This design comes from an exercise in tuning for small area, a short achievable clock period and few clock cycles per item on the open sky130 flow, not from production work. RTL that was checked went through simulation tests only; none was proved equivalent to the original. The RTL of runs 2 to 4 was laid out without a check of its function.

$ cat flow/abc_map.script
strash; &get -n; &fraig -x; &put; dc2; strash; &get -n; &dch -f; &nf -R 1000; &put
$ cat standard.sh
#!/bin/bash
# synth_recipe.tcl (not shown) runs the flow's synth.tcl, then flattens the netlist and writes it again
# the make line also repeats each setting of config.mk as NAME=value (left out here)
make -C /OpenROAD-flow-scripts/flow DESIGN_CONFIG=/design/flow/config.mk WORK_HOME=/design/flow/orfs CLKGATE_MAP_FILE= SYNTH_SCRIPT=/design/flow/synth_recipe.tcl "${@:-finish}"
$ cat design.v
package des_types_pkg;
	localparam int NUM_ROUNDS = 16;
	localparam logic MODE_ENCRYPT = 1'b0;
	localparam logic MODE_DECRYPT = 1'b1;
	localparam logic [1:0] ST_IDLE   = 2'd0;
	localparam logic [1:0] ST_ROUND  = 2'd1;
	localparam logic [1:0] ST_OUTPUT = 2'd2;
endpackage
package des_tables_pkg;
	localparam logic [64*7-1:0] IP_TABLE = {
		7'd58, 7'd50, 7'd42, 7'd34, 7'd26, 7'd18, 7'd10, 7'd2,
		7'd60, 7'd52, 7'd44, 7'd36, 7'd28, 7'd20, 7'd12, 7'd4,
		7'd62, 7'd54, 7'd46, 7'd38, 7'd30, 7'd22, 7'd14, 7'd6,
		7'd64, 7'd56, 7'd48, 7'd40, 7'd32, 7'd24, 7'd16, 7'd8,
		7'd57, 7'd49, 7'd41, 7'd33, 7'd25, 7'd17, 7'd9, 7'd1,
		7'd59, 7'd51, 7'd43, 7'd35, 7'd27, 7'd19, 7'd11, 7'd3,
		7'd61, 7'd53, 7'd45, 7'd37, 7'd29, 7'd21, 7'd13, 7'd5,
		7'd63, 7'd55, 7'd47, 7'd39, 7'd31, 7'd23, 7'd15, 7'd7
	};
	localparam logic [64*7-1:0] FP_TABLE = {
		7'd40, 7'd8, 7'd48, 7'd16, 7'd56, 7'd24, 7'd64, 7'd32,
		7'd39, 7'd7, 7'd47, 7'd15, 7'd55, 7'd23, 7'd63, 7'd31,
		7'd38, 7'd6, 7'd46, 7'd14, 7'd54, 7'd22, 7'd62, 7'd30,
		7'd37, 7'd5, 7'd45, 7'd13, 7'd53, 7'd21, 7'd61, 7'd29,
		7'd36, 7'd4, 7'd44, 7'd12, 7'd52, 7'd20, 7'd60, 7'd28,
		7'd35, 7'd3, 7'd43, 7'd11, 7'd51, 7'd19, 7'd59, 7'd27,
		7'd34, 7'd2, 7'd42, 7'd10, 7'd50, 7'd18, 7'd58, 7'd26,
		7'd33, 7'd1, 7'd41, 7'd9, 7'd49, 7'd17, 7'd57, 7'd25
	};
	localparam logic [56*7-1:0] PC1_TABLE = {
		7'd57, 7'd49, 7'd41, 7'd33, 7'd25, 7'd17, 7'd9, 7'd1,
		7'd58, 7'd50, 7'd42, 7'd34, 7'd26, 7'd18, 7'd10, 7'd2,
		7'd59, 7'd51, 7'd43, 7'd35, 7'd27, 7'd19, 7'd11, 7'd3,
		7'd60, 7'd52, 7'd44, 7'd36, 7'd63, 7'd55, 7'd47, 7'd39,
		7'd31, 7'd23, 7'd15, 7'd7, 7'd62, 7'd54, 7'd46, 7'd38,
		7'd30, 7'd22, 7'd14, 7'd6, 7'd61, 7'd53, 7'd45, 7'd37,
		7'd29, 7'd21, 7'd13, 7'd5, 7'd28, 7'd20, 7'd12, 7'd4
	};
	localparam logic [48*7-1:0] PC2_TABLE = {
		7'd14, 7'd17, 7'd11, 7'd24, 7'd1, 7'd5, 7'd3, 7'd28,
		7'd15, 7'd6, 7'd21, 7'd10, 7'd23, 7'd19, 7'd12, 7'd4,
		7'd26, 7'd8, 7'd16, 7'd7, 7'd27, 7'd20, 7'd13, 7'd2,
		7'd41, 7'd52, 7'd31, 7'd37, 7'd47, 7'd55, 7'd30, 7'd40,
		7'd51, 7'd45, 7'd33, 7'd48, 7'd44, 7'd49, 7'd39, 7'd56,
		7'd34, 7'd53, 7'd46, 7'd42, 7'd50, 7'd36, 7'd29, 7'd32
	};
	localparam logic [48*7-1:0] E_TABLE = {
		7'd32, 7'd1, 7'd2, 7'd3, 7'd4, 7'd5, 7'd4, 7'd5,
		7'd6, 7'd7, 7'd8, 7'd9, 7'd8, 7'd9, 7'd10, 7'd11,
		7'd12, 7'd13, 7'd12, 7'd13, 7'd14, 7'd15, 7'd16, 7'd17,
		7'd16, 7'd17, 7'd18, 7'd19, 7'd20, 7'd21, 7'd20, 7'd21,
		7'd22, 7'd23, 7'd24, 7'd25, 7'd24, 7'd25, 7'd26, 7'd27,
		7'd28, 7'd29, 7'd28, 7'd29, 7'd30, 7'd31, 7'd32, 7'd1
	};
	localparam logic [32*7-1:0] P_TABLE = {
		7'd16, 7'd7, 7'd20, 7'd21, 7'd29, 7'd12, 7'd28, 7'd17,
		7'd1, 7'd15, 7'd23, 7'd26, 7'd5, 7'd18, 7'd31, 7'd10,
		7'd2, 7'd8, 7'd24, 7'd14, 7'd32, 7'd27, 7'd3, 7'd9,
		7'd19, 7'd13, 7'd30, 7'd6, 7'd22, 7'd11, 7'd4, 7'd25
	};
	localparam logic [512*4-1:0] SBOX = {
		4'd14, 4'd4, 4'd13, 4'd1, 4'd2, 4'd15, 4'd11, 4'd8, 4'd3, 4'd10, 4'd6, 4'd12, 4'd5, 4'd9, 4'd0, 4'd7,
		4'd0, 4'd15, 4'd7, 4'd4, 4'd14, 4'd2, 4'd13, 4'd1, 4'd10, 4'd6, 4'd12, 4'd11, 4'd9, 4'd5, 4'd3, 4'd8,
		4'd4, 4'd1, 4'd14, 4'd8, 4'd13, 4'd6, 4'd2, 4'd11, 4'd15, 4'd12, 4'd9, 4'd7, 4'd3, 4'd10, 4'd5, 4'd0,
		4'd15, 4'd12, 4'd8, 4'd2, 4'd4, 4'd9, 4'd1, 4'd7, 4'd5, 4'd11, 4'd3, 4'd14, 4'd10, 4'd0, 4'd6, 4'd13,
		4'd15, 4'd1, 4'd8, 4'd14, 4'd6, 4'd11, 4'd3, 4'd4, 4'd9, 4'd7, 4'd2, 4'd13, 4'd12, 4'd0, 4'd5, 4'd10,
		4'd3, 4'd13, 4'd4, 4'd7, 4'd15, 4'd2, 4'd8, 4'd14, 4'd12, 4'd0, 4'd1, 4'd10, 4'd6, 4'd9, 4'd11, 4'd5,
		4'd0, 4'd14, 4'd7, 4'd11, 4'd10, 4'd4, 4'd13, 4'd1, 4'd5, 4'd8, 4'd12, 4'd6, 4'd9, 4'd3, 4'd2, 4'd15,
		4'd13, 4'd8, 4'd10, 4'd1, 4'd3, 4'd15, 4'd4, 4'd2, 4'd11, 4'd6, 4'd7, 4'd12, 4'd0, 4'd5, 4'd14, 4'd9,
		4'd10, 4'd0, 4'd9, 4'd14, 4'd6, 4'd3, 4'd15, 4'd5, 4'd1, 4'd13, 4'd12, 4'd7, 4'd11, 4'd4, 4'd2, 4'd8,
		4'd13, 4'd7, 4'd0, 4'd9, 4'd3, 4'd4, 4'd6, 4'd10, 4'd2, 4'd8, 4'd5, 4'd14, 4'd12, 4'd11, 4'd15, 4'd1,
		4'd13, 4'd6, 4'd4, 4'd9, 4'd8, 4'd15, 4'd3, 4'd0, 4'd11, 4'd1, 4'd2, 4'd12, 4'd5, 4'd10, 4'd14, 4'd7,
		4'd1, 4'd10, 4'd13, 4'd0, 4'd6, 4'd9, 4'd8, 4'd7, 4'd4, 4'd15, 4'd14, 4'd3, 4'd11, 4'd5, 4'd2, 4'd12,
		4'd7, 4'd13, 4'd14, 4'd3, 4'd0, 4'd6, 4'd9, 4'd10, 4'd1, 4'd2, 4'd8, 4'd5, 4'd11, 4'd12, 4'd4, 4'd15,
		4'd13, 4'd8, 4'd11, 4'd5, 4'd6, 4'd15, 4'd0, 4'd3, 4'd4, 4'd7, 4'd2, 4'd12, 4'd1, 4'd10, 4'd14, 4'd9,
		4'd10, 4'd6, 4'd9, 4'd0, 4'd12, 4'd11, 4'd7, 4'd13, 4'd15, 4'd1, 4'd3, 4'd14, 4'd5, 4'd2, 4'd8, 4'd4,
		4'd3, 4'd15, 4'd0, 4'd6, 4'd10, 4'd1, 4'd13, 4'd8, 4'd9, 4'd4, 4'd5, 4'd11, 4'd12, 4'd7, 4'd2, 4'd14,
		4'd2, 4'd12, 4'd4, 4'd1, 4'd7, 4'd10, 4'd11, 4'd6, 4'd8, 4'd5, 4'd3, 4'd15, 4'd13, 4'd0, 4'd14, 4'd9,
		4'd14, 4'd11, 4'd2, 4'd12, 4'd4, 4'd7, 4'd13, 4'd1, 4'd5, 4'd0, 4'd15, 4'd10, 4'd3, 4'd9, 4'd8, 4'd6,
		4'd4, 4'd2, 4'd1, 4'd11, 4'd10, 4'd13, 4'd7, 4'd8, 4'd15, 4'd9, 4'd12, 4'd5, 4'd6, 4'd3, 4'd0, 4'd14,
		4'd11, 4'd8, 4'd12, 4'd7, 4'd1, 4'd14, 4'd2, 4'd13, 4'd6, 4'd15, 4'd0, 4'd9, 4'd10, 4'd4, 4'd5, 4'd3,
		4'd12, 4'd1, 4'd10, 4'd15, 4'd9, 4'd2, 4'd6, 4'd8, 4'd0, 4'd13, 4'd3, 4'd4, 4'd14, 4'd7, 4'd5, 4'd11,
		4'd10, 4'd15, 4'd4, 4'd2, 4'd7, 4'd12, 4'd9, 4'd5, 4'd6, 4'd1, 4'd13, 4'd14, 4'd0, 4'd11, 4'd3, 4'd8,
		4'd9, 4'd14, 4'd15, 4'd5, 4'd2, 4'd8, 4'd12, 4'd3, 4'd7, 4'd0, 4'd4, 4'd10, 4'd1, 4'd13, 4'd11, 4'd6,
		4'd4, 4'd3, 4'd2, 4'd12, 4'd9, 4'd5, 4'd15, 4'd10, 4'd11, 4'd14, 4'd1, 4'd7, 4'd6, 4'd0, 4'd8, 4'd13,
		4'd4, 4'd11, 4'd2, 4'd14, 4'd15, 4'd0, 4'd8, 4'd13, 4'd3, 4'd12, 4'd9, 4'd7, 4'd5, 4'd10, 4'd6, 4'd1,
		4'd13, 4'd0, 4'd11, 4'd7, 4'd4, 4'd9, 4'd1, 4'd10, 4'd14, 4'd3, 4'd5, 4'd12, 4'd2, 4'd15, 4'd8, 4'd6,
		4'd1, 4'd4, 4'd11, 4'd13, 4'd12, 4'd3, 4'd7, 4'd14, 4'd10, 4'd15, 4'd6, 4'd8, 4'd0, 4'd5, 4'd9, 4'd2,
		4'd6, 4'd11, 4'd13, 4'd8, 4'd1, 4'd4, 4'd10, 4'd7, 4'd9, 4'd5, 4'd0, 4'd15, 4'd14, 4'd2, 4'd3, 4'd12,
		4'd13, 4'd2, 4'd8, 4'd4, 4'd6, 4'd15, 4'd11, 4'd1, 4'd10, 4'd9, 4'd3, 4'd14, 4'd5, 4'd0, 4'd12, 4'd7,
		4'd1, 4'd15, 4'd13, 4'd8, 4'd10, 4'd3, 4'd7, 4'd4, 4'd12, 4'd5, 4'd6, 4'd11, 4'd0, 4'd14, 4'd9, 4'd2,
		4'd7, 4'd11, 4'd4, 4'd1, 4'd9, 4'd12, 4'd14, 4'd2, 4'd0, 4'd6, 4'd10, 4'd13, 4'd15, 4'd3, 4'd5, 4'd8,
		4'd2, 4'd1, 4'd14, 4'd7, 4'd4, 4'd10, 4'd8, 4'd13, 4'd15, 4'd12, 4'd9, 4'd0, 4'd3, 4'd5, 4'd6, 4'd11
	};
	localparam logic [15:0] SHIFT_ONE_MASK = 16'b1000_0001_0000_0011;
endpackage
`timescale 1ns/1ps
module des_feistel
(
	input  logic [31:0] i_right,
	input  logic [47:0] i_subkey,
	output logic [31:0] o_f
);
	logic [47:0] expanded;
	logic [47:0] mixed;
	logic [31:0] sbox_out;
	always_comb
	begin
		for (int i = 0; i < 48; i++)
			expanded[47 - i] = i_right[32 - des_tables_pkg::E_TABLE[7 * (47 - i) +: 7]];
	end
	assign mixed = expanded ^ i_subkey;
	for (genvar b = 0; b < 8; b++)
	begin : g_sbox
		logic [5:0] grp;
		assign grp = mixed[47 - 6 * b -: 6];
		assign sbox_out[31 - 4 * b -: 4] =
			des_tables_pkg::SBOX[4 * (511 - 64 * b - {grp[5], grp[0], grp[4:1]}) +: 4];
	end
	always_comb
	begin
		for (int i = 0; i < 32; i++)
			o_f[31 - i] = sbox_out[32 - des_tables_pkg::P_TABLE[7 * (31 - i) +: 7]];
	end
endmodule
`timescale 1ns/1ps
module des_core
(
	input  logic        clk,
	input  logic        rst,
	input  logic        i_start,
	input  logic        i_mode,
	input  logic [63:0] i_key,
	input  logic [63:0] i_block,
	output logic        o_valid,
	output logic [63:0] o_block
);
	logic       act;
	logic       vld;
	logic [3:0] cnt;
	logic       mode_q;
	logic       act_next;
	logic       vld_next;
	logic       mode_next;
	logic       one_next;
	logic       sel_l1, sel_l2, sel_r1, sel_r2;
	assign vld_next  = act && !vld && (cnt == 4'd15);
	assign act_next  = act ? !vld : i_start;
	assign mode_next = act ? mode_q : i_mode;
	assign one_next  = !act || (cnt == 4'd6) || (cnt == 4'd13) || (cnt == 4'd14);
	always_ff @(posedge clk or posedge rst)
	begin
		if (rst)
		begin
			act    <= 1'b0;
			vld    <= 1'b0;
			sel_l1 <= 1'b0;
			sel_l2 <= 1'b0;
			sel_r1 <= 1'b0;
			sel_r2 <= 1'b0;
		end
		else
		begin
			act    <= act_next;
			vld    <= vld_next;
			sel_l1 <= act_next && !mode_next && one_next;
			sel_l2 <= act_next && !mode_next && !one_next;
			sel_r1 <= act_next && mode_next && one_next;
			sel_r2 <= act_next && mode_next && !one_next;
		end
	end
	always_ff @(posedge clk)
	begin
		mode_q <= mode_next;
		cnt    <= act ? cnt + 4'd1 : 4'd0;
	end
	logic [55:0] pc1_key;
	logic [55:0] cd;
	logic [55:0] cd_next;
	logic [27:0] c;
	logic [27:0] d;
	logic [47:0] subkey;
	always_comb
	begin
		for (int i = 0; i < 56; i++)
			pc1_key[55 - i] = i_key[64 - des_tables_pkg::PC1_TABLE[7 * (55 - i) +: 7]];
	end
	assign c = cd[55:28];
	assign d = cd[27:0];
	logic s_ld_d, s_ld_e;
	assign s_ld_d = !act && i_mode;
	assign s_ld_e = !act && !i_mode;
	assign cd_next =
		({56{s_ld_d}} & pc1_key) |
		({56{s_ld_e}} & {pc1_key[54:28], pc1_key[55], pc1_key[26:0], pc1_key[27]}) |
		({56{sel_l1}} & {c[26:0], c[27], d[26:0], d[27]}) |
		({56{sel_l2}} & {c[25:0], c[27:26], d[25:0], d[27:26]}) |
		({56{sel_r1}} & {c[0], c[27:1], d[0], d[27:1]}) |
		({56{sel_r2}} & {c[1:0], c[27:2], d[1:0], d[27:2]});
	always_ff @(posedge clk)
		cd <= cd_next;
	always_comb
	begin
		for (int i = 0; i < 48; i++)
			subkey[47 - i] = cd[56 - des_tables_pkg::PC2_TABLE[7 * (47 - i) +: 7]];
	end
	logic [31:0] l_q;
	logic [31:0] r_q;
	logic [31:0] f_out;
	logic [63:0] ip_block;
	logic [63:0] pre;
	logic [63:0] fp_block;
	always_comb
	begin
		for (int i = 0; i < 64; i++)
			ip_block[63 - i] = i_block[64 - des_tables_pkg::IP_TABLE[7 * (63 - i) +: 7]];
	end
	des_feistel u_feistel (
		.i_right  (r_q),
		.i_subkey (subkey),
		.o_f      (f_out)
	);
	always_ff @(posedge clk)
	begin
		if (!act)
		begin
			l_q <= ip_block[63:32];
			r_q <= ip_block[31:0];
		end
		else
		begin
			l_q <= r_q;
			r_q <= l_q ^ f_out;
		end
	end
	assign pre = {r_q, l_q};
	always_comb
	begin
		for (int i = 0; i < 64; i++)
			fp_block[63 - i] = pre[64 - des_tables_pkg::FP_TABLE[7 * (63 - i) +: 7]];
	end
	assign o_valid = vld;
	assign o_block = vld ? fp_block : 64'd0;
endmodule
$ cat constraint.sdc
create_clock -name core_clock -period 4.0 [get_ports {clk}]
set_input_delay 0.8000 -clock core_clock [delete_from_list [all_inputs] [get_ports {clk}]]
set_output_delay 0.8000 -clock core_clock [all_outputs]
set_load 0.01 [all_outputs]
$ cat flow/run.sh
#!/bin/bash
# Own layout flow: the standard ORFS flow with two changes.
#  1. Synthesis: ORFS's synthesis script unchanged, but with an area-oriented ABC
#     script (flow/abc_map.script) and without the half/full-adder extraction.
#  2. Port buffers: buffer_ports uses the smallest buffer (buf_1).
#  3. Clock tree: clkbuf_4/clkbuf_8 only, and no dummy loads.
# Every tool's output goes to the ORFS logs under orfs/logs and to flow_*.log here.
set -euo pipefail
WORK=$(pwd)
R=$WORK/orfs/results/$FLOW_PLATFORM/des_core/base

# private copy of the ORFS scripts folder for synthesis, with our ABC script
rm -rf "$WORK/synth_scripts"
cp -r "$FLOW_HOME/scripts" "$WORK/synth_scripts"
cp "$WORK/flow/abc_map.script" "$WORK/synth_scripts/abc_area.script"

SCRIPTS_DIR="$WORK/synth_scripts" ABC_AREA=1 ADDER_MAP_FILE= \
	bash standard.sh synth > "$WORK/flow_synth.log" 2>&1

BUFFER_PORTS_ARGS="-buffer_cell sky130_fd_sc_hd__buf_1" \
	CTS_ARGS="-sink_clustering_enable -repair_clock_nets -buf_list {sky130_fd_sc_hd__clkbuf_4 sky130_fd_sc_hd__clkbuf_8} -dont_use_dummy_load" \
	bash standard.sh > "$WORK/flow_layout.log" 2>&1
$ cat config.mk
export PLATFORM = sky130hd
export DESIGN_NAME = des_core
export DESIGN_NICKNAME = des_core
export VERILOG_FILES = /design/flow/design.v
export SDC_FILE = /design/flow/constraint.sdc
export NUM_CORES = 4
export LEC_CHECK = 0
export CAP_MARGIN = 5
export CELL_PAD_IN_SITES_DETAIL_PLACEMENT = 1
export CELL_PAD_IN_SITES_GLOBAL_PLACEMENT = 1
export CORE_MARGIN = 2
export CORE_UTILIZATION = 40
export CTS_BUF_LIST = sky130_fd_sc_hd__clkbuf_4 sky130_fd_sc_hd__clkbuf_8
export SETUP_SLACK_MARGIN = 1.5
export SLEW_MARGIN = 5
==> results.cfg, run 1 <==
[status]
outcome = timing/DRC/antenna clean

[synthesis]
ys_types = 43
yosysTopAreaCell = dfxtp_1
synth_flop_cell = dfxtp_1
synth_top_area_frac = 0.285
synthCells = 1119
synth_edf_count = 0
yosysWarningCount = 2
async_flop_share = 0.0458
synth_fp_nets = 1251
synth_seq_cells = 131
synth_area_leaders = dfxtp_1 29%, a222oi_1 8.4%, xor2_1 6.6%
netlist_area_sq_um = 8770
postSynthAreaPerCell_sq_um = 7.83
synth-seq-area-share = 0.303

[clock_tree]
cts_buffer_depth = 2
cts_buffers = 17
htree_levels = 4
clkTransAtPathRegs_ns = 0.10
cts_root_buf = clkbuf_8
clk_latency_ns = 0.46
cts_tree = yes
cts_num_sinks = 131

[routing]
drtAntennaViolNets = 0
drcViolationCount = 0
vias = 9989
viasPerCell = 6.15
wl_um = 33300
dr.pass1.iters = 9
drtIter0Drc = 1213
avgRoutedWirePerCell_um = 20.5

[die]
die_area_sq_um = 23100
initial_core_util = 0.404
die_h_um = 152
rows = 54
ios = 197
fp.coreArea_sq_um = 21700
dieWidth_um = 152

[setup_path]
path_max_fanout = 5
cp-start-kind = flop
cp_top_family = simple AND/OR/NAND/NOR gates
rrSetupSlack_ns = 1.56
cp_num_buf_inv = 0
cp-end-kind = flop
crit_slowest_cell = dfxtp_1
reg2reg_from = r_q[6]$_DFF_P_
max_stage_delay_ns = 0.54
r2r_cells = 10
arrival_ns = 2.74
cp_cell_sequence = xnor2_2 > nand2_1 > nand2_1 > nor2_1 > nor3_1 > a211o_1 > a21oi_1 > a31oi_2 > xor2_1 > a21oi_1
criticalPathCategory = reg -> reg
r2r_end = r_q[25]$_DFF_P_
crit_start = r_q[6]$_DFF_P_
required_ns = 4.30

[sta]
worstMarginPinSlew_ns = 0.901
fin_crit_ns = 2.44
rsz0062_at_grt = yes
whs_ns = 0.213
setup_viol = 0
fin_ws_ns = 1.56
max_freq_mhz = 409
worst_clock_skew_ns = 0.0420
drv_slew = 0
setup_tns_ns = 0
period_share = 0.611
hold_viol = 0
slew_headroom = 0.395

[finish]
final_cell_mix = 188 x buf_1, 149 x nand2_1, 115 x nor2_1
fin_nets = 1476
final_core_util = 0.500
syn_to_final_growth_pct = 23.7
drive_gt1_frac = 0.0909
final_common_cell = buf_1
instances_no_fill = 1625

[placed_design]
place.port_buffers = 188
place_worst_setup_slack_ns = 1.14
dp_cells = 1599
dp_hpwl_um = 23500
place_congestion = 0.901

[global_routing]
grt_max_degree = 58
first_global_vias = 9737
grt_pass1_wl_um = 52500
antenna_found_initial = 5
overflow = 0
grt.total_usage = 0.279

[hold_path]
hold_class = in -> async

[flow_run]
maxCapViolCount = 0
## synthesized netlist by cell type (3+ instances only)
| cell | count |
|---|---|
| nand2_1 | 150 |
| dfxtp_1 | 125 |
| nor2_1 | 116 |
| a21oi_1 | 109 |
| o21ai_0 | 88 |
| a222oi_1 | 74 |
| and2_0 | 67 |
| xor2_1 | 66 |
| xnor2_1 | 64 |
| nand3_1 | 62 |
| a22oi_1 | 46 |
| mux2_1 | 32 |
| a31oi_1 | 20 |
| o211ai_1 | 17 |
| nor3_1 | 15 |
| o22ai_1 | 10 |
| dfrtp_1 | 6 |
| a211oi_1 | 5 |
| a221oi_1 | 4 |
| nor2b_1 | 4 |
| a211o_1 | 3 |
| o221ai_1 | 3 |
| o311ai_0 | 3 |
| o32ai_1 | 3 |
## flip-flops by register name (all words and copies together), names as in the netlist
signal,count
cd,56
l_q,32
r_q,32
cnt,4
act,1
mode_q,1
sel_l1,1
sel_l2,1
sel_r1,1
sel_r2,1
vld,1
## worst register-to-register path, cell delays in order (launching register included)
cell,delay [ns]
dfxtp_1,0.54
xnor2_2,0.22
nand2_1,0.19
nand2_1,0.18
nor2_1,0.08
nor3_1,0.30
a211o_1,0.19
a21oi_1,0.09
a31oi_2,0.28
xor2_1,0.17
a21oi_1,0.08
## cells by family (layout without fill, tap and decap cells)
| logic type | count (synthesis) | in the layout | synth area share |
|---|---|---|---|
| AOI/OAI and AO/OA | 398 | 398 | 0.305 |
| xor gates and xnor gates | 130 | 130 | 0.130 |
| buffers and inverters | 2 | 225 | 0.000857 |
| DFF | 131 | 131 | 0.303 |
| muxes | 35 | 35 | 0.0460 |
| other | 0 | 3 | 0 |
| and+or+nand+nor | 423 | 423 | 0.216 |
## cell type report
| type | instances | area (sq um) |
|---|---|---|
| sequential | 131 | 2700 |
| timing repair buffer | 206 | 873 |
| inverter | 2 | 7.51 |
| fill | 2741 | 10800 |
| tap | 280 | 350 |
| multi-input combinational | 986 | 6670 |
| clock buffer | 17 | 234 |
| antenna | 3 | 7.51 |
## worst max-delay path by stage
stage / depth (start not counted) / end / slack [ns]
after global placement: 9 / r_q[29]$_DFF_P_ / 1.17
after global routing: 8 / r_q[6]$_DFF_P_ / 1.39
after CTS: 10 / r_q[29]$_DFF_P_ / 1.50
after floorplan: 4 / sel_l2$_DFF_PP0_ / 1.67
final: 10 / r_q[25]$_DFF_P_ / 1.56
after detailed placement: 9 / r_q[29]$_DFF_P_ / 1.14
## per-stage QoR
step,area (sq um)
2_1_floorplan,8780
3_3_place_gp,9930
3_5_place_dp,9930
4_1_cts,10400
5_1_grt,10800
6_report,10800
## per-layer routing
metal | global-route usage | vias to the layer above | share of wire
li1 | - | 4715 | -
met1 | 0.380 | 4866 | 0.45
met2 | 0.437 | 345 | 0.46
met3 | 0.0556 | 59 | 0.066
met4 | 0.111 | 4 | 0.029
met5 | 0 | - | 0.00072
## what timing repair did
action | in CTS | in global routing
endpoints found under the hold margin | 0 | 0
gates cloned | 0 | 0
setup endpoints to repair | 84 | 32
setup buffers | 4 | 2
gates resized for setup | 24 | 79
hold buffers | 0 | 0
pin swaps | 1 | 3
Testbench counts, summed over its fixed seeds: cycles 43,200, items 2,400.
==> inputs of run 2 (changes only) <==
--- a/design.v
+++ b/design.v
@@ -143,6 +143,7 @@
 	logic       vld_next;
 	logic       mode_next;
 	logic       one_next;
+	logic       one;
 	logic       sel_l1, sel_l2, sel_r1, sel_r2;
 	assign vld_next  = act && !vld && (cnt == 4'd15);
 	assign act_next  = act ? !vld : i_start;
@@ -152,26 +153,23 @@
 	begin
 		if (rst)
 		begin
-			act    <= 1'b0;
-			vld    <= 1'b0;
-			sel_l1 <= 1'b0;
-			sel_l2 <= 1'b0;
-			sel_r1 <= 1'b0;
-			sel_r2 <= 1'b0;
+			act <= 1'b0;
+			vld <= 1'b0;
 		end
 		else
 		begin
-			act    <= act_next;
-			vld    <= vld_next;
-			sel_l1 <= act_next && !mode_next && one_next;
-			sel_l2 <= act_next && !mode_next && !one_next;
-			sel_r1 <= act_next && mode_next && one_next;
-			sel_r2 <= act_next && mode_next && !one_next;
-		end
-	end
+			act <= act_next;
+			vld <= vld_next;
+		end
+	end
+	assign sel_l1 = act && !mode_q && one;
+	assign sel_l2 = act && !mode_q && !one;
+	assign sel_r1 = act && mode_q && one;
+	assign sel_r2 = act && mode_q && !one;
 	always_ff @(posedge clk)
 	begin
 		mode_q <= mode_next;
+		one    <= one_next;
 		cnt    <= act ? cnt + 4'd1 : 4'd0;
 	end
 	logic [55:0] pc1_key;
--- a/flow/run.sh
+++ b/flow/run.sh
@@ -2,6 +2,7 @@
 # Own layout flow: the standard ORFS flow with two changes.
 #  1. Synthesis: ORFS's synthesis script unchanged, but with an area-oriented ABC
 #     script (flow/abc_map.script) and without the half/full-adder extraction.
+#     a222oi is not used: its pins are hard to reach for the router.
 #  2. Port buffers: buffer_ports uses the smallest buffer (buf_1).
 #  3. Clock tree: clkbuf_4/clkbuf_8 only, and no dummy loads.
 # Every tool's output goes to the ORFS logs under orfs/logs and to flow_*.log here.
@@ -13,6 +14,9 @@
 rm -rf "$WORK/synth_scripts"
 cp -r "$FLOW_HOME/scripts" "$WORK/synth_scripts"
 cp "$WORK/flow/abc_map.script" "$WORK/synth_scripts/abc_area.script"
+sed -i 's/^set lib_dont_use_args ""$/set lib_dont_use_args "-dont_use sky130_fd_sc_hd__a222oi_1"/' \
+	"$WORK/synth_scripts/synth_preamble.tcl"
+grep -q 'a222oi' "$WORK/synth_scripts/synth_preamble.tcl"
 
 SCRIPTS_DIR="$WORK/synth_scripts" ABC_AREA=1 ADDER_MAP_FILE= \
 	bash standard.sh synth > "$WORK/flow_synth.log" 2>&1
--- a/config.mk
+++ b/config.mk
@@ -6,8 +6,6 @@
 export NUM_CORES = 4
 export LEC_CHECK = 0
 export CAP_MARGIN = 5
-export CELL_PAD_IN_SITES_DETAIL_PLACEMENT = 1
-export CELL_PAD_IN_SITES_GLOBAL_PLACEMENT = 1
 export CORE_MARGIN = 2
 export CORE_UTILIZATION = 40
 export CTS_BUF_LIST = sky130_fd_sc_hd__clkbuf_4 sky130_fd_sc_hd__clkbuf_8
==> run 2 against run 1 <==
- via count shrank 1.1%
- still clean
- final cell count up 1.4%
- die area increased by 0.78%
==> results.cfg, run 2 <==
[status]
outcome = timing/DRC/antenna clean

[finish]
largest_reg_flops = 56
antenna_cells = 0
top_register = cd
final_cell_area_sq_um = 10800
fin_nets = 1502
final_common_cell = buf_1
largestRegisters = cd: 56 flops, l_q: 32 flops, r_q: 32 flops
final_cell_mix = 188 x buf_1, 130 x nand2_1, 128 x a22oi_1
n_fill_cell = 2218
syn_to_final_growth_pct = 21.9
instances_no_fill = 1648
drive_gt1_frac = 0.0782

[clock_tree]
cts_tree = yes
cts_buffer_depth = 2
clk_latency_ns = 0.44
cts_buffers = 17
htree_levels = 4
cts_num_sinks = 128
cts_root_buf = clkbuf_8
clkTransAtPathRegs_ns = 0.07

[die]
initial_core_util = 0.406
dieWidth_um = 153
die_area_sq_um = 23300
die_h_um = 153
rows = 54
ios = 197
fp.coreArea_sq_um = 21800

[synthesis]
synth_fp_nets = 1278
synth_area_leaders = dfxtp_1 28%, a22oi_1 11%, a21oi_1 7.2%
netlist_area_sq_um = 8840
postSynthAreaPerCell_sq_um = 7.71
synth_seq_cells = 128
synth_edf_count = 1
synthCells = 1146
synth_flop_cell = dfxtp_1
yosysWarningCount = 2
yosysMostFrequentCell = nand2_1
yosysTopAreaCell = dfxtp_1
synthTopCellsByCount = 132 x nand2_1, 128 x a22oi_1, 127 x a21oi_1
synth-seq-area-share = 0.292
async_flop_share = 0.0156
synth_top_area_frac = 0.283
ys_types = 43

[sta]
worstMarginPinSlew_ns = 1.12
whs_ns = 0.161
rsz0062_at_grt = yes
drv_slew = 0
worst_clock_skew_ns = 0.0247
slew_headroom = 0.245
setup_viol = 0
setup_tns_ns = 0
hold_viol = 0
period_share = 0.616
fin_crit_ns = 2.46
max_freq_mhz = 406

[routing]
drcViolationCount = 0
drtIter0Drc = 809
vias = 9881
avgRoutedWirePerCell_um = 18.4
viasPerCell = 6.00
drtAntennaViolNets = 0
wl_um = 30400
dr.pass1.iters = 6

[placed_design]
place_congestion = 0.992
place.port_buffers = 188
placed_area_sq_um = 10000
dp_cells = 1626
dp_hpwl_um = 21400

[setup_path]
arrival_ns = 2.78
criticalPathCategory = reg -> reg
required_ns = 4.32
r2r_end = r_q[3]$_DFF_P_
cp-end-kind = flop
path_max_fanout = 9
rrSetupSlack_ns = 1.54
cp-start-kind = flop
r2r_cells = 7
reg2reg_from = r_q[11]$_DFF_P_

[global_routing]
antenna_found_initial = 0
grt_max_degree = 58
first_global_vias = 8984
overflow = 0
grt.total_usage = 0.249
grt_pass1_wl_um = 47700

[hold_path]
hold_class = in -> async

[flow_run]
maxCapViolCount = 0
[run 2: how the worst max path moves through the flow]
stage / start / to / slack [ns] / cells past startpoint
floorplan: act$_DFF_PP0_ / cd[21]$_DFF_P_ / 1.28 / 4
global placement: r_q[24]$_DFF_P_ / r_q[14]$_DFF_P_ / 1.28 / 8
detailed placement: r_q[24]$_DFF_P_ / r_q[14]$_DFF_P_ / 1.24 / 8
CTS: cd[17]$_DFF_P_ / r_q[25]$_DFF_P_ / 1.51 / 8
global route: r_q[11]$_DFF_P_ / r_q[3]$_DFF_P_ / 1.44 / 7
finish: r_q[11]$_DFF_P_ / r_q[3]$_DFF_P_ / 1.54 / 7
[run 2: area by class of cell]
type / instances / area [sq um] / share of cell area
inverters: 2 / 12.5 / 0.00116
multi-input cells: 1016 / 6680 / 0.620
repair buffers: 205 / 873 / 0.0811
well taps: 280 / 350 / 0.0325
clock buffers: 17 / 234 / 0.0217
flip-flops and latches: 128 / 2620 / 0.243
[run 2: cells by family (layout without fill, tap and decap cells)]
group	after synthesis	after routing	synth area share
xor gates and xnor gates	133	133	0.132
AOI/OAI and AO/OA	450	450	0.328
DFF	128	128	0.292
and+or+nand+nor	400	400	0.204
muxes	33	33	0.0433
buffers and inverters	2	224	0.000850
[run 2: per-stage QoR]
step,utilization,worst slack (ns)
2_1_floorplan,-,1.28
3_3_place_gp,0.461,1.28
6_report,0.495,1.54
4_1_cts,0.478,1.51
5_1_grt,0.495,1.44
3_5_place_dp,0.461,1.24
[run 2: repair_timing]
| item | 4_1_cts | 5_1_grt |
|---|---|---|
| hold buffers | 0 | 0 |
| buffers inserted | 2 | 3 |
| setup endpoints to repair | 77 | 75 |
| resized for setup | 16 | 61 |
| pin swaps | 1 | 2 |
| gates cloned | 0 | 0 |
[run 2: routing by layer]
metal / GRT usage / vias up / routed length (um)
met3: 0.0540 / 52 / 2470
met4: 0.0688 / 0 / 769
met5: 0 / - / 0
li1: - / 4772 / -
met2: 0.394 / 449 / 13800
met1: 0.343 / 4608 / 13400
[run 2: worst max-delay path, stage by stage, from the launching register on]
cell      delay (ns)
dfxtp_1         0.53
xor2_1          0.60
o21ai_0         0.31
o221ai_1        0.24
o21ai_0         0.15
a21oi_2         0.29
xnor2_1         0.15
a21oi_1         0.08
==> inputs of run 3 (changes only) <==
--- a/design.v
+++ b/design.v
@@ -95,35 +95,6 @@
 	localparam logic [15:0] SHIFT_ONE_MASK = 16'b1000_0001_0000_0011;
 endpackage
 `timescale 1ns/1ps
-module des_feistel
-(
-	input  logic [31:0] i_right,
-	input  logic [47:0] i_subkey,
-	output logic [31:0] o_f
-);
-	logic [47:0] expanded;
-	logic [47:0] mixed;
-	logic [31:0] sbox_out;
-	always_comb
-	begin
-		for (int i = 0; i < 48; i++)
-			expanded[47 - i] = i_right[32 - des_tables_pkg::E_TABLE[7 * (47 - i) +: 7]];
-	end
-	assign mixed = expanded ^ i_subkey;
-	for (genvar b = 0; b < 8; b++)
-	begin : g_sbox
-		logic [5:0] grp;
-		assign grp = mixed[47 - 6 * b -: 6];
-		assign sbox_out[31 - 4 * b -: 4] =
-			des_tables_pkg::SBOX[4 * (511 - 64 * b - {grp[5], grp[0], grp[4:1]}) +: 4];
-	end
-	always_comb
-	begin
-		for (int i = 0; i < 32; i++)
-			o_f[31 - i] = sbox_out[32 - des_tables_pkg::P_TABLE[7 * (31 - i) +: 7]];
-	end
-endmodule
-`timescale 1ns/1ps
 module des_core
 (
 	input  logic        clk,
@@ -143,7 +114,6 @@
 	logic       vld_next;
 	logic       mode_next;
 	logic       one_next;
-	logic       one;
 	logic       sel_l1, sel_l2, sel_r1, sel_r2;
 	assign vld_next  = act && !vld && (cnt == 4'd15);
 	assign act_next  = act ? !vld : i_start;
@@ -153,23 +123,26 @@
 	begin
 		if (rst)
 		begin
-			act <= 1'b0;
-			vld <= 1'b0;
+			act    <= 1'b0;
+			vld    <= 1'b0;
+			sel_l1 <= 1'b0;
+			sel_l2 <= 1'b0;
+			sel_r1 <= 1'b0;
+			sel_r2 <= 1'b0;
 		end
 		else
 		begin
-			act <= act_next;
-			vld <= vld_next;
-		end
-	end
-	assign sel_l1 = act && !mode_q && one;
-	assign sel_l2 = act && !mode_q && !one;
-	assign sel_r1 = act && mode_q && one;
-	assign sel_r2 = act && mode_q && !one;
+			act    <= act_next;
+			vld    <= vld_next;
+			sel_l1 <= act_next && !mode_next && one_next;
+			sel_l2 <= act_next && !mode_next && !one_next;
+			sel_r1 <= act_next && mode_next && one_next;
+			sel_r2 <= act_next && mode_next && !one_next;
+		end
+	end
 	always_ff @(posedge clk)
 	begin
 		mode_q <= mode_next;
-		one    <= one_next;
 		cnt    <= act ? cnt + 4'd1 : 4'd0;
 	end
 	logic [55:0] pc1_key;
@@ -203,9 +176,16 @@
 			subkey[47 - i] = cd[56 - des_tables_pkg::PC2_TABLE[7 * (47 - i) +: 7]];
 	end
 	logic [31:0] l_q;
-	logic [31:0] r_q;
+	logic [47:0] x_q;
+	logic [31:0] r_cur;
 	logic [31:0] f_out;
+	logic [31:0] sbox_out;
 	logic [63:0] ip_block;
+	logic [47:0] subkey_next;
+	logic [47:0] e_ip;
+	logic [47:0] e_l;
+	logic [47:0] e_f;
+	logic [47:0] x_key;
 	logic [63:0] pre;
 	logic [63:0] fp_block;
 	always_comb
@@ -213,25 +193,51 @@
 		for (int i = 0; i < 64; i++)
 			ip_block[63 - i] = i_block[64 - des_tables_pkg::IP_TABLE[7 * (63 - i) +: 7]];
 	end
-	des_feistel u_feistel (
-		.i_right  (r_q),
-		.i_subkey (subkey),
-		.o_f      (f_out)
-	);
+	always_comb
+	begin
+		for (int i = 0; i < 48; i++)
+			subkey_next[47 - i] = cd_next[56 - des_tables_pkg::PC2_TABLE[7 * (47 - i) +: 7]];
+	end
+	for (genvar b = 0; b < 8; b++)
+	begin : g_rec
+		assign r_cur[31 - 4 * b -: 4] = x_q[46 - 6 * b -: 4] ^ subkey[46 - 6 * b -: 4];
+	end
+	always_comb
+	begin
+		for (int i = 0; i < 48; i++)
+		begin
+			e_ip[47 - i] = ip_block[32 - des_tables_pkg::E_TABLE[7 * (47 - i) +: 7]];
+			e_l[47 - i]  = l_q[32 - des_tables_pkg::E_TABLE[7 * (47 - i) +: 7]];
+			e_f[47 - i]  = f_out[32 - des_tables_pkg::E_TABLE[7 * (47 - i) +: 7]];
+		end
+	end
+	for (genvar b = 0; b < 8; b++)
+	begin : g_sbox
+		logic [5:0] grp;
+		assign grp = x_q[47 - 6 * b -: 6];
+		assign sbox_out[31 - 4 * b -: 4] =
+			des_tables_pkg::SBOX[4 * (511 - 64 * b - {grp[5], grp[0], grp[4:1]}) +: 4];
+	end
+	always_comb
+	begin
+		for (int i = 0; i < 32; i++)
+			f_out[31 - i] = sbox_out[32 - des_tables_pkg::P_TABLE[7 * (31 - i) +: 7]];
+	end
+	assign x_key = e_l ^ subkey_next;
 	always_ff @(posedge clk)
 	begin
 		if (!act)
 		begin
 			l_q <= ip_block[63:32];
-			r_q <= ip_block[31:0];
+			x_q <= e_ip ^ subkey_next;
 		end
 		else
 		begin
-			l_q <= r_q;
-			r_q <= l_q ^ f_out;
-		end
-	end
-	assign pre = {r_q, l_q};
+			l_q <= r_cur;
+			x_q <= e_f ^ x_key;
+		end
+	end
+	assign pre = {r_cur, l_q};
 	always_comb
 	begin
 		for (int i = 0; i < 64; i++)
--- a/flow/run.sh
+++ b/flow/run.sh
@@ -4,7 +4,6 @@
 #     script (flow/abc_map.script) and without the half/full-adder extraction.
 #     a222oi is not used: its pins are hard to reach for the router.
 #  2. Port buffers: buffer_ports uses the smallest buffer (buf_1).
-#  3. Clock tree: clkbuf_4/clkbuf_8 only, and no dummy loads.
 # Every tool's output goes to the ORFS logs under orfs/logs and to flow_*.log here.
 set -euo pipefail
 WORK=$(pwd)
@@ -22,5 +21,4 @@
 	bash standard.sh synth > "$WORK/flow_synth.log" 2>&1
 
 BUFFER_PORTS_ARGS="-buffer_cell sky130_fd_sc_hd__buf_1" \
-	CTS_ARGS="-sink_clustering_enable -repair_clock_nets -buf_list {sky130_fd_sc_hd__clkbuf_4 sky130_fd_sc_hd__clkbuf_8} -dont_use_dummy_load" \
 	bash standard.sh > "$WORK/flow_layout.log" 2>&1
--- a/config.mk
+++ b/config.mk
@@ -5,9 +5,9 @@
 export SDC_FILE = /design/flow/constraint.sdc
 export NUM_CORES = 4
 export LEC_CHECK = 0
-export CAP_MARGIN = 5
+export CAP_MARGIN = 20
 export CORE_MARGIN = 2
-export CORE_UTILIZATION = 40
+export CORE_UTILIZATION = 55
 export CTS_BUF_LIST = sky130_fd_sc_hd__clkbuf_4 sky130_fd_sc_hd__clkbuf_8
 export SETUP_SLACK_MARGIN = 1.5
-export SLEW_MARGIN = 5
+export SLEW_MARGIN = 20
==> run 3 against run 2 <==
- clock skew shrank 0.0044 ns
- synthesized cell count increased by 16%
- final cell count increased by 9.6%
- worst hold slack got worse by 0.011 ns
- highest routed layer unchanged
- still clean on timing, DRC and antenna
- utilization rose by 17 points
- critical path type is now in -> reg
==> results.cfg, run 3 <==
[setup_path]
required_ns = 4.33
arrival_ns = 2.78
reg2reg_from = sel_l1$_DFF_PP0_
path_max_fanout = 13
cp-end-kind = flop
crit_start = i_mode
cp-start-kind = input port
r2r_end = x_q[40]$_DFF_P_
rrSetupSlack_ns = 1.60
criticalPathCategory = in -> reg
r2r_cells = 7
endpoint = x_q[40]$_DFF_P_

[sta]
max_freq_mhz = 409
fin_ws_ns = 1.56
rsz0062_at_grt = yes
setup_tns_ns = 0
period_share = 0.611
worst_clock_skew_ns = 0.0203
hold_viol = 0
fin_crit_ns = 2.44
setup_viol = 0
drv_slew = 0
slew_headroom = 0.466
worstMarginPinSlew_ns = 0.799

[finish]
multiInputGateArea_sq_um = 7140
instances_no_fill = 1806
n_fill_cell = 1647
final_cell_mix = 188 x buf_1, 160 x nor2_1, 138 x a22oi_1
top_register = cd
fin_nets = 1696
drive_gt1_frac = 0.0659
final_common_cell = buf_1
antenna_cells = 0
seq_area_sq_um = 3020
largestRegisters = cd: 56 flops, x_q: 48 flops, l_q: 32 flops
syn_to_final_growth_pct = 17.7
largest_reg_flops = 56
final_core_util = 0.662

[clock_tree]
cts_buffers = 17
postCtsHoldBufs = 0
cts_num_sinks = 147
cts_tree = yes
clkTransAtPathRegs_ns = 0.11
clk_latency_ns = 0.48
cts_root_buf = clkbuf_8
cts_buffer_depth = 2
htree_levels = 4

[die]
initial_core_util = 0.562
die_h_um = 140
dieWidth_um = 140
rows = 49
ios = 197
die_area_sq_um = 19500
fp.coreArea_sq_um = 18000

[routing]
dr.pass1.iters = 6
avgRoutedWirePerCell_um = 18.3
drcViolationCount = 0
viasPerCell = 6.12
drtIter0Drc = 1067
wl_um = 33000
drtAntennaViolNets = 0
vias = 11100

[global_routing]
grt.total_usage = 0.324
antenna_found_initial = 0
first_global_vias = 9773
overflow = 0
use_met1 = 0.434
grt-busiest-layer = met2
grt_max_degree = 169
grt_pass1_wl_um = 51100
gr-usage-met3 = 0.0575
grt.met2_usage = 0.527

[synthesis]
netlist_area_sq_um = 10100
async_flop_share = 0.0408
synth_seq_cells = 147
yosysWarningCount = 1
synth_flop_cell = dfxtp_1
yosysMostFrequentCell = nor2_1
ys_types = 48
synthCells = 1333
synthTopCellsByCount = 162 x nor2_1, 141 x dfxtp_1, 138 x a22oi_1
synth_fp_nets = 1465
synth-seq-area-share = 0.294
yosysTopAreaCell = dfxtp_1
synth_top_area_frac = 0.279
synth_edf_count = 0
postSynthAreaPerCell_sq_um = 7.58
synth_area_leaders = dfxtp_1 28%, xnor2_1 11%, a22oi_1 10%

[status]
outcome = timing/DRC/antenna clean

[placed_design]
dp_cells = 1770
place_worst_setup_slack_ns = 0.924
place.port_buffers = 188
place_congestion = 0.946
dp_hpwl_um = 23800

[flow_run]
maxCapViolCount = 0

[hold_path]
hold_class = in -> async
## run 3: changes by cell type after synthesis, moves of 23 or more
| cell | before | now |
|---|---|---|
| o21ai_0 | 82 | 125 |
| xnor2_1 | 72 | 124 |
| clkinv_1 | 2 | 37 |
| mux2_1 | 32 | 2 |
| and2_0 | 66 | 37 |
| nand2b_1 | 3 | 26 |
| nor2_1 | 117 | 162 |
| nor2b_1 | 1 | 26 |
## run 3: worst max-delay path: stages
cell and delay [ns]:
buf_1 0.32, nor2_4 0.17, buf_4 0.22, a221o_1 0.34, a221oi_2 0.48, xnor2_1 0.18
xnor2_1 0.18, a21oi_1 0.08
## run 3: layer usage
layer  wire length, um  vias up
met5                 0        -
met2             15400      548
li1                  -     5379
met1             14000     5081
met3              2830       43
met4               764        0
## run 3: cell type report
| type | count | share of cell area |
|---|---|---|
| Clock buffer | 18 | 0.0203 |
| Timing Repair Buffer | 211 | 0.0777 |
| Multi-Input combinational cell | 1150 | 0.601 |
| Sequential cell | 147 | 0.254 |
| Inverter | 37 | 0.0127 |
| Tap cell | 229 | 0.0241 |
| Clock inverter | 14 | 0.0103 |
## run 3: timing repair
action | 4_1_cts | 5_1_grt
buffers inserted | 1 | 2
resized for setup | 20 | 36
cloned | 0 | 1
pin swaps | 0 | 1
endpoints found under the setup margin | 75 | 33
## run 3: kinds of logic after synthesis
logic type / count (synthesis) / synth area share
muxes: 5 / 0.00520
xor gates and xnor gates: 182 / 0.158
buffers and inverters: 37 / 0.0138
AOI/OAI and AO/OA: 506 / 0.324
and+or+nand+nor: 456 / 0.205
DFF: 147 / 0.294
## run 3: how the worst min path moves through the flow
stage	start	endpoint	slack [ns]	cells after the start
6_report	rst	vld$_DFF_PP0_	0.15	2
2_1_floorplan	mode_q$_DFF_P_	mode_q$_DFF_P_	0.44	1
3_3_place_gp	mode_q$_DFF_P_	mode_q$_DFF_P_	0.45	1
5_1_grt	rst	sel_r1$_DFF_PP0_	0.15	2
4_1_cts	rst	vld$_DFF_PP0_	0.13	2
3_5_place_dp	cnt[3]$_SDFF_PN0_	cnt[3]$_SDFF_PN0_	0.47	1
## run 3: stage by stage
stage          cell area, sq um  hold WS (ns)
2_1_floorplan             10200         0.439
3_3_place_gp              11300         0.453
3_5_place_dp              11300         0.467
4_1_cts                   11700         0.129
5_1_grt                   11900         0.150
6_report                  11900         0.149
==> inputs of run 4 (changes only) <==
--- a/config.mk
+++ b/config.mk
@@ -9,5 +9,5 @@
 export CORE_MARGIN = 2
 export CORE_UTILIZATION = 55
 export CTS_BUF_LIST = sky130_fd_sc_hd__clkbuf_4 sky130_fd_sc_hd__clkbuf_8
-export SETUP_SLACK_MARGIN = 1.5
+export SETUP_SLACK_MARGIN = 1.9
 export SLEW_MARGIN = 20
==> run 4 against run 3 <==
- register-to-register slack improved by 0.19 ns
- synthesized cell count unchanged
- count of clock-buffer cells in the layout grew 1
- critical path type is now reg -> out
- still clean
- utilization rose by 13 points
- sequential share of layout area decreased by 3.8 points
- setup slack gained 0.064 ns
- largest cell class unchanged
==> results.cfg, run 4 <==
[finish]
final_common_cell = nor2_1
antenna_cells = 0
multiInputGateArea_sq_um = 7840
final_cell_area_sq_um = 14200
n_fill_cell = 1266
syn_to_final_growth_pct = 41.1
drive_gt1_frac = 0.240
largest_reg_flops = 56
top_register = cd
final_core_util = 0.793
seq_area_sq_um = 3080
final_cell_mix = 149 x nor2_1, 134 x a22oi_1, 126 x nand2_1
largestRegisters = cd: 56 flops, x_q: 48 flops, l_q: 32 flops
fin_nets = 1803

[routing]
wl_met1_um = 15500
avgRoutedWirePerCell_um = 22.2
wl_um = 42400
dr.pass1.iters = 8
routed.top_layer = met4
drtAntennaViolNets = 0
drcViolationCount = 0
viasPerCell = 6.51
drtIter0Drc = 1398
route.met2.wl_um = 19000
dr_wl_met3_um = 5030
vias = 12400

[status]
outcome = timing/DRC/antenna clean

[setup_path]
required_ns = 3.20
reg2reg_from = x_q[14]$_DFF_P_
r2r_cells = 9
cp-start-kind = flop
criticalPathCategory = reg -> out
path_max_fanout = 8
r2r_end = x_q[41]$_DFF_P_
arrival_ns = 1.58
cp-end-kind = primary output
rrSetupSlack_ns = 1.79

[flow_run]
maxCapViolCount = 0

[placed_design]
place_worst_setup_slack_ns = 1.12
placed_area_sq_um = 11300
place_congestion = 0.955
dp_hpwl_um = 23600
place.port_buffers = 188

[clock_tree]
htree_levels = 4
clkTransAtPathRegs_ns = 0.10
cts_tree = yes
cts_root_buf = clkbuf_8
cts_buffers = 17
cts_num_sinks = 147
clk_latency_ns = 0.49
cts_buffer_depth = 2

[die]
ios = 197
dieWidth_um = 140
fp.coreArea_sq_um = 18000
rows = 49
die_area_sq_um = 19500
die_h_um = 140
initial_core_util = 0.562

[synthesis]
synth_seq_cells = 147
synth_area_leaders = dfxtp_1 28%, xnor2_1 11%, a22oi_1 10%
netlist_area_sq_um = 10100
yosysMostFrequentCell = nor2_1
synth_edf_count = 0
synth_fp_nets = 1465
synth-seq-area-share = 0.294
synth_flop_cell = dfxtp_1
async_flop_share = 0.0408
synth_top_area_frac = 0.279
yosysWarningCount = 1
synthTopCellsByCount = 162 x nor2_1, 141 x dfxtp_1, 138 x a22oi_1
postSynthAreaPerCell_sq_um = 7.58
yosysTopAreaCell = dfxtp_1
ys_types = 48
synthCells = 1333

[sta]
drv_slew = 0
slew_headroom = 0.392
hold_viol = 0
max_freq_mhz = 420
fin_crit_ns = 2.38
period_share = 0.595
setup_viol = 0
setup_tns_ns = 0
fin_ws_ns = 1.62
worstMarginPinSlew_ns = 0.912
worst_clock_skew_ns = 0.0204
rsz0062_at_grt = yes

[global_routing]
grt_max_degree = 89
grt_pass1_wl_um = 57300
overflow = 0
grt.total_usage = 0.370
first_global_vias = 10400
antenna_found_initial = 0

[hold_path]
hold_class = in -> async
[run 4: cell count changes in the layout (fill, tap and decap cells not counted), moves of 19 or more]
cell      change
buf_1        -65
buf_4        +58
buf_6        +39
and2_4       +24
buf_2        +24
o21ai_0      -24
and2_0       -23
dfxtp_4      +20
clkbuf_2     +19
[run 4: per-layer routing]
layer  global-route usage  vias to the layer above
met3               0.0688                      234
li1                     -                     5604
met5                    0                        -
met2                0.611                      918
met4                0.155                        0
met1                0.477                     5692
[run 4: layout make-up]
cell class	instances	area share
Multi-Input combinational cell	1151	0.550
Sequential cell	147	0.216
Timing Repair Buffer	316	0.169
Tap cell	229	0.0201
Clock buffer	19	0.0179
Clock inverter	13	0.0138
Inverter	37	0.0117
Timing Repair inverter	1	0.000790
[run 4: critical path, stage by stage (launching register included)]
cell and delay, ns:
dfrtp_2 0.45, buf_12 0.17, buf_16 0.17, and2_4 0.16, buf_6 0.11
[run 4: how the worst max path moves through the flow]
stage / cells past startpoint / startpoint / to
floorplan: 7 / act$_DFF_PP0_ / x_q[45]$_DFF_P_
global placement: 10 / x_q[13]$_DFF_P_ / x_q[4]$_DFF_P_
detailed placement: 10 / x_q[13]$_DFF_P_ / x_q[4]$_DFF_P_
CTS: 4 / vld$_DFF_PP0_ / o_block[3]
global route: 4 / vld$_DFF_PP0_ / o_block[63]
finish: 4 / vld$_DFF_PP0_ / o_block[63]
[run 4: through the flow]
| stage | instances | hold WS (ns) |
|---|---|---|
| after floorplan | 1333 | 0.439 |
| after global placement | 1766 | 0.451 |
| after detailed placement | 1766 | 0.460 |
| after global routing | 1913 | 0.140 |
| after CTS | 1839 | 0.154 |
| final | 1913 | 0.139 |
[run 4: what timing repair did]
item,in CTS,in global routing
pin swaps,22,52
buffers inserted,34,64
setup endpoints to repair,130,112
gates cloned,7,10
endpoints found under the hold margin,0,0
hold buffers,0,0
resized for setup,161,238
[run 4: cell families (layout without fill, tap and decap cells)]
| kind of cell | Yosys count | in the layout | share of synthesized area |
|---|---|---|---|
| XOR/XNOR | 182 | 182 | 0.158 |
| buffers and inverters | 37 | 386 | 0.0138 |
| multiplexers | 5 | 5 | 0.00520 |
| AND/OR/NAND/NOR | 456 | 458 | 0.205 |
| AO/OA/AOI/OAI | 506 | 506 | 0.324 |
| flip-flops | 147 | 147 | 0.294 |

## port drivers added, routing unchanged
The flow's constraints put no driver on any port. The routed layouts listed below were extracted and timed again, unchanged, in two steps.
Step 1, drivers: a clkbuf_16 drives clk and a buf_2 each remaining input, both assumed.
Step 2 times the ports against the registers' clock, not the clock port: input delays grow and output delays shrink by t, the midpoint of the rising clock arrivals with the driver on.
a / b / c = ideal / step 1 / step 2; a / b = the first two.
run | t, ns | setup WS [ns] | worst setup path after step 2 | worst register clock-pin slew, ns | worst data-port slew with drivers (ns)
run 1 | 0.486 | 1.555 / 1.555 / 1.555 | register to register | 0.10 / 0.10 | 0.08
run 2 | 0.471 | 1.537 / 1.537 / 1.524 | input to register | 0.08 / 0.08 | 0.06
run 3 | 0.518 | 1.556 / 1.571 / 1.052 | input to register | 0.11 / 0.11 | 0.04
run 4 | 0.529 | 1.621 / 1.574 / 1.351 | input to register | 0.10 / 0.10 | 0.05
After both steps every run listed still meets setup and hold. For run 3, which loses most, drivers alone change the setup slack by +0.015 ns; drivers and shift together by -0.504 ns.
